Background: an optimization exercise with open tools, aiming at small area, a short achievable clock period and few clock cycles per item. Do not read the settings as production practice. No run shown here included a check of the RTL's function; only the layout flow was run.

==> flow/design.v, too long to show whole: its modules and the start of the top module <==
// module circular_alpha_mask_premultiply_unit: 1797 lines
module circular_alpha_mask_premultiply_unit (
  input  logic        clk,
  input  logic        rst_n,
  input  logic        cfg_we,
  input  logic [11:0] cfg_wdata,
  input  logic        in_valid,
  output logic        in_stall,
  input  logic [11:0] in_pos_x,
  input  logic [11:0] in_pos_y,
  input  logic [7:0]  in_blue_in,
  input  logic [7:0]  in_green_in,
  input  logic [7:0]  in_red_in,
  input  logic [7:0]  in_alpha_in,
  output logic        out_valid,
  input  logic        out_stall,
  output logic [7:0]  out_blue_out,
  output logic [7:0]  out_green_out,
  output logic [7:0]  out_red_out,
  output logic [7:0]  out_alpha_out,
  output logic [1:0]  out_region
);
  // ...
==> flow/run.sh <==
#!/bin/bash
# synth_recipe.tcl (not shown) runs the flow's synth.tcl, then flattens the netlist and writes it again
# the make line also repeats each setting of config.mk as NAME=value (left out here)
make -C /OpenROAD-flow-scripts/flow DESIGN_CONFIG=/design/flow/config.mk WORK_HOME=/design/flow/orfs CLKGATE_MAP_FILE= SYNTH_SCRIPT=/design/flow/synth_recipe.tcl finish
==> flow/config.mk <==
export PLATFORM = sky130hd
export DESIGN_NAME = circular_alpha_mask_premultiply_unit
export DESIGN_NICKNAME = circular_alpha_mask_premultiply_unit
export VERILOG_FILES = /design/flow/design.v
export SDC_FILE = /design/flow/constraint.sdc
export NUM_CORES = 4
export LEC_CHECK = 0
export CAP_MARGIN = 20
export CORE_MARGIN = 2
export CORE_UTILIZATION = 60
export SETUP_SLACK_MARGIN = 3.6
export SLEW_MARGIN = 20
==> flow/constraint.sdc <==
create_clock -name core_clock -period 7.5 [get_ports {clk}]
set_input_delay 1.5000 -clock core_clock [delete_from_list [all_inputs] [get_ports {clk}]]
set_output_delay 1.5000 -clock core_clock [all_outputs]
set_load 0.01 [all_outputs]
==> impl_metrics.tcl, run 1 <==
set metrics [dict create \
    hpwlAfterDp_mm 92.9 \
    wl_met1_mm 59.1 \
    whs_path_depth 0 \
    final_nets 6593 \
    fin_hold_ws_ns 0.403 \
    cts_max_level 3 \
    met3_length_mm 7.37 \
    post_cts_resized 83 \
    seq_area_frac_synth 0.421 \
    slew_viol_final 0 \
    initial_core_util 0.607 \
    fin_crit_sh 0.514 \
    hp-start "pix1[31]$_DFFE_PN_" \
    synth_top_area_share 0.388 \
    rr_endpoint "al10[0]$_SDFFCE_PN0N_" \
    row_count 114 \
    crit_arrival_ns 4.28 \
    hold_violations 0 \
    vias 38200 \
    area.sequential_sq_um 24700 \
    post_cts_buffers 47 \
    synth_area_leaders "edfxtp_1, fa_1, ha_1, inv_1, dfxtp_1" \
    yosys.area_share.simple 0.106 \
    nWellTaps 1276 \
    postRouteAntennaNets 0 \
    use_met3 0.0424 \
    grt.busiest_layer "met2" \
    crit_end "al10[0]$_SDFFCE_PN0N_" \
    postCtsHoldBufs 0 \
    drt_iter0_markers 2729 \
    rsz0062_at_grt "yes" \
    netlist_instances 5318 \
    worst_slack_ns 3.65 \
    top_layer_used "met4" \
    antenna_found_initial 7 \
    met1_usage 0.371 \
    final_common_cell "inv_1" \
    grt_pass1_wl_mm 204 \
    post-route-util 0.688 \
    crit_cells 20 \
    n_all_inverters 883 \
    post_drt_wl_per_cell_um 18.6 \
    status "finished clean" \
]
==> run 2: changes to the inputs <==
--- a/flow/config.mk
+++ b/flow/config.mk
@@ -9,4 +9,4 @@
 export CORE_MARGIN = 2
 export CORE_UTILIZATION = 60
-export SETUP_SLACK_MARGIN = 3.6
+export SETUP_SLACK_MARGIN = 3.8
 export SLEW_MARGIN = 20
==> impl_metrics.tcl, run 2 <==
set metrics [dict create \
    status "finished clean" \
    place.gp.congestion 0.898 \
    crit_path_max_fanout 23 \
    whs_path_depth 0 \
    slew_viol_final 0 \
    synth_edf_count 760 \
    worstSetupStartpointType "flop" \
    cts_tree "built" \
    vias 39200 \
    hold_path_end "pix4[10]$_DFFE_PN_" \
    netlist_instances 5318 \
    rr_endpoint "rb[1]$_DFFE_PN_" \
    stdcell_count 7043 \
    wirelength_mm 133 \
    grt_usage 0.266 \
    post_drt_wl_per_cell_um 19.0 \
    yosys_warnings 3 \
    clockRootBuffer "clkbuf_16" \
    cp-end-kind "flop" \
    grt_max_degree 159 \
    fillers 7119 \
    drc 0 \
    hpwlAfterDp_mm 93.4 \
    synth_top_area_share 0.388 \
    area.sequential_sq_um 24800 \
    rrSetupSlack_ns 3.77 \
    layout_common_cells "inv_1, edfxtp_1, ha_1" \
    ys_async_sr_fraction 0 \
    die_h_um 317 \
    netlist_area_sq_um 58800 \
    hold_violations 0 \
    dieWidth_um 317 \
    reg2reg_depth 15 \
    synth-seq-cells 855 \
    synth_area_leaders "edfxtp_1, fa_1, ha_1, inv_1, dfxtp_1" \
    worst_clock_skew_ns 0.0450 \
    fin_crit_sh 0.497 \
    drv_cap 0 \
    postRouteAntennaNets 0 \
    numCtsBuffers 94 \
    setup_viol 0 \
    antenna_found_initial 2 \
    area_delta_synth_final_pct 15.9 \
    rsz0062_at_grt "yes" \
    synthTopCellsByCount "inv_1, edfxtp_1, ha_1" \
    final_nets 6699 \
    cts_max_level 3 \
    worstMarginPinSlew_ns 0.961 \
    fmax_ghz 0.268 \
    hp-start "pixb[10]$_DFFE_PN_" \
    initial_core_util 0.607 \
    fp.dieArea_sq_um 100000 \
    clock-sinks 855 \
    finalSetupTns_ns 0 \
    multi_input_area_sq_um 31500 \
    grt_pass1_vias 38900 \
    avgSynthCellArea_sq_um 11.0 \
    antenna_cells 0 \
    ctsLongestPathBuffers 3 \
    critPathRequiredTime_ns 7.90 \
    placedCellCount 6604 \
    relSlewSlack 0.359 \
    seq_area_frac_synth 0.421 \
    cts.clk_slew.worst_paths_ns 0.06 \
    synth_most_common_cell "inv_1" \
    rr_startpoint "size_r[2]$_SDFFE_PN0P_" \
    vias_per_cell 5.57 \
    coreArea_sq_um 96900 \
    synthFlopType "edfxtp_1" \
    synth_top_area_cell "edfxtp_1" \
    drive_gt1_frac 0.127 \
    ys_types 91 \
    row_count 114 \
    gr-total-overflow 0 \
    final_common_cell "inv_1" \
    grt_pass1_wl_mm 209 \
    hold_path_class "reg -> reg" \
    layout_min_cycle_time_ns 3.73 \
    crit_arrival_ns 4.12 \
    post-route-util 0.703 \
    port_buffers 108 \
    ioPinCount 109 \
    path_class "reg -> reg" \
    drt_iter0_markers 2700 \
    clock_latency_ns 0.69 \
    dr.pass1.iters 6 \
]
[run 2: cell counts after synthesis]
No cell type changed its count.
[run 2: metal layers]
metal / GRT usage / share of wire
met5: 0 / 0
met4: 0.0725 / 0.026
met3: 0.0386 / 0.056
met2: 0.429 / 0.47
met1: 0.378 / 0.45
[run 2: cell type report]
type | instances | area share
clock buffers | 116 | 0.0376
clock inverters | 61 | 0.0101
inverters | 880 | 0.0497
multi-input cells | 3461 | 0.463
flip-flops and latches | 855 | 0.364
well taps | 1276 | 0.0235
repair buffers | 390 | 0.0516
repair inverters | 4 | 0.000956
[run 2: timing repair]
action | CTS | global route
pin swaps | 52 | 113
gates resized for setup | 152 | 223
gates cloned | 11 | 2
setup endpoints to repair | 253 | 200
hold buffers | 0 | 0
buffers inserted | 171 | 78
[run 2: through the flow]
stage,worst slack (ns),hold slack [ns],area [sq um]
after floorplan,3.35,0.400,58900
final,3.77,0.404,68100
after global placement,2.26,0.400,61300
after global routing,3.57,0.405,68100
after CTS,3.72,0.396,66600
after detailed placement,2.20,0.405,61300
[run 2: critical path, cell delays in order (launching register included)]
cell and delay [ns]:
dfxtp_4 0.36, clkinvlp_4 0.09, buf_4 0.16, ha_1 0.34, o21ai_0 0.18, mux2i_1 0.09, buf_4 0.15, ha_1 0.32
a21oi_2 0.18, nor2b_1 0.08, o21a_1 0.19, o221a_2 0.30, a41oi_4 0.28, a21o_4 0.18, buf_6 0.18, mux2_2 0.36
[run 2: worst max-delay path by stage]
stage / to / depth (start not counted) / start
after floorplan: Q4[10]$_DFFE_PN_ / 4 / out_stall
after global placement: rb[1]$_DFFE_PN_ / 14 / size_r[2]$_SDFFE_PN0P_
after detailed placement: rb[1]$_DFFE_PN_ / 13 / size_r[2]$_SDFFE_PN0P_
after CTS: r3[2]$_DFFE_PN_ / 16 / ra2[3]$_DFFE_PN_
after global routing: al10[0]$_SDFFCE_PN0N_ / 19 / an_c8$_DFFE_PN_
final: rb[1]$_DFFE_PN_ / 15 / size_r[2]$_SDFFE_PN0P_
[run 2: cell families after synthesis]
family | Yosys count | synth area share
XOR/XNOR | 268 | 0.0404
flip-flops | 855 | 0.421
AO/OA/AOI/OAI | 964 | 0.106
adder cells (fa/ha/maj) | 941 | 0.255
multiplexers | 47 | 0.00811
other | 1 | 0.0000638
buffers and inverters | 1007 | 0.0647
AND/OR/NAND/NOR | 1235 | 0.106

[port drivers added, routing unchanged]
The results above use ideal ports. As a check the final layouts listed here were re-extracted and re-timed, cells and wires unchanged. Step 1: set_driving_cell puts a clkbuf_16 on clk and a buf_2 on each other input, an assumption about the parent block. Step 2 also shifts input and output timing later by t, the mid clock arrival at the registers, as if the neighbouring blocks saw the same clock. Slacks: ideal ports / drivers / drivers and shift; pairs: ideal ports / drivers.
run	shift t [ns]	setup slack, ns	hold slack, ns	clock arrival spread, ns
run 1	0.748	3.645 / 3.645 / 3.300	0.403 / 0.403 / 0.403	0.034 / 0.034
run 2	0.740	3.774 / 3.774 / 3.387	0.404 / 0.404 / 0.404	0.045 / 0.045
After both steps every run listed still meets setup and hold. The setup slack of run 2, which loses most, moves by 0.000 ns with the drivers and by -0.387 ns with both steps.
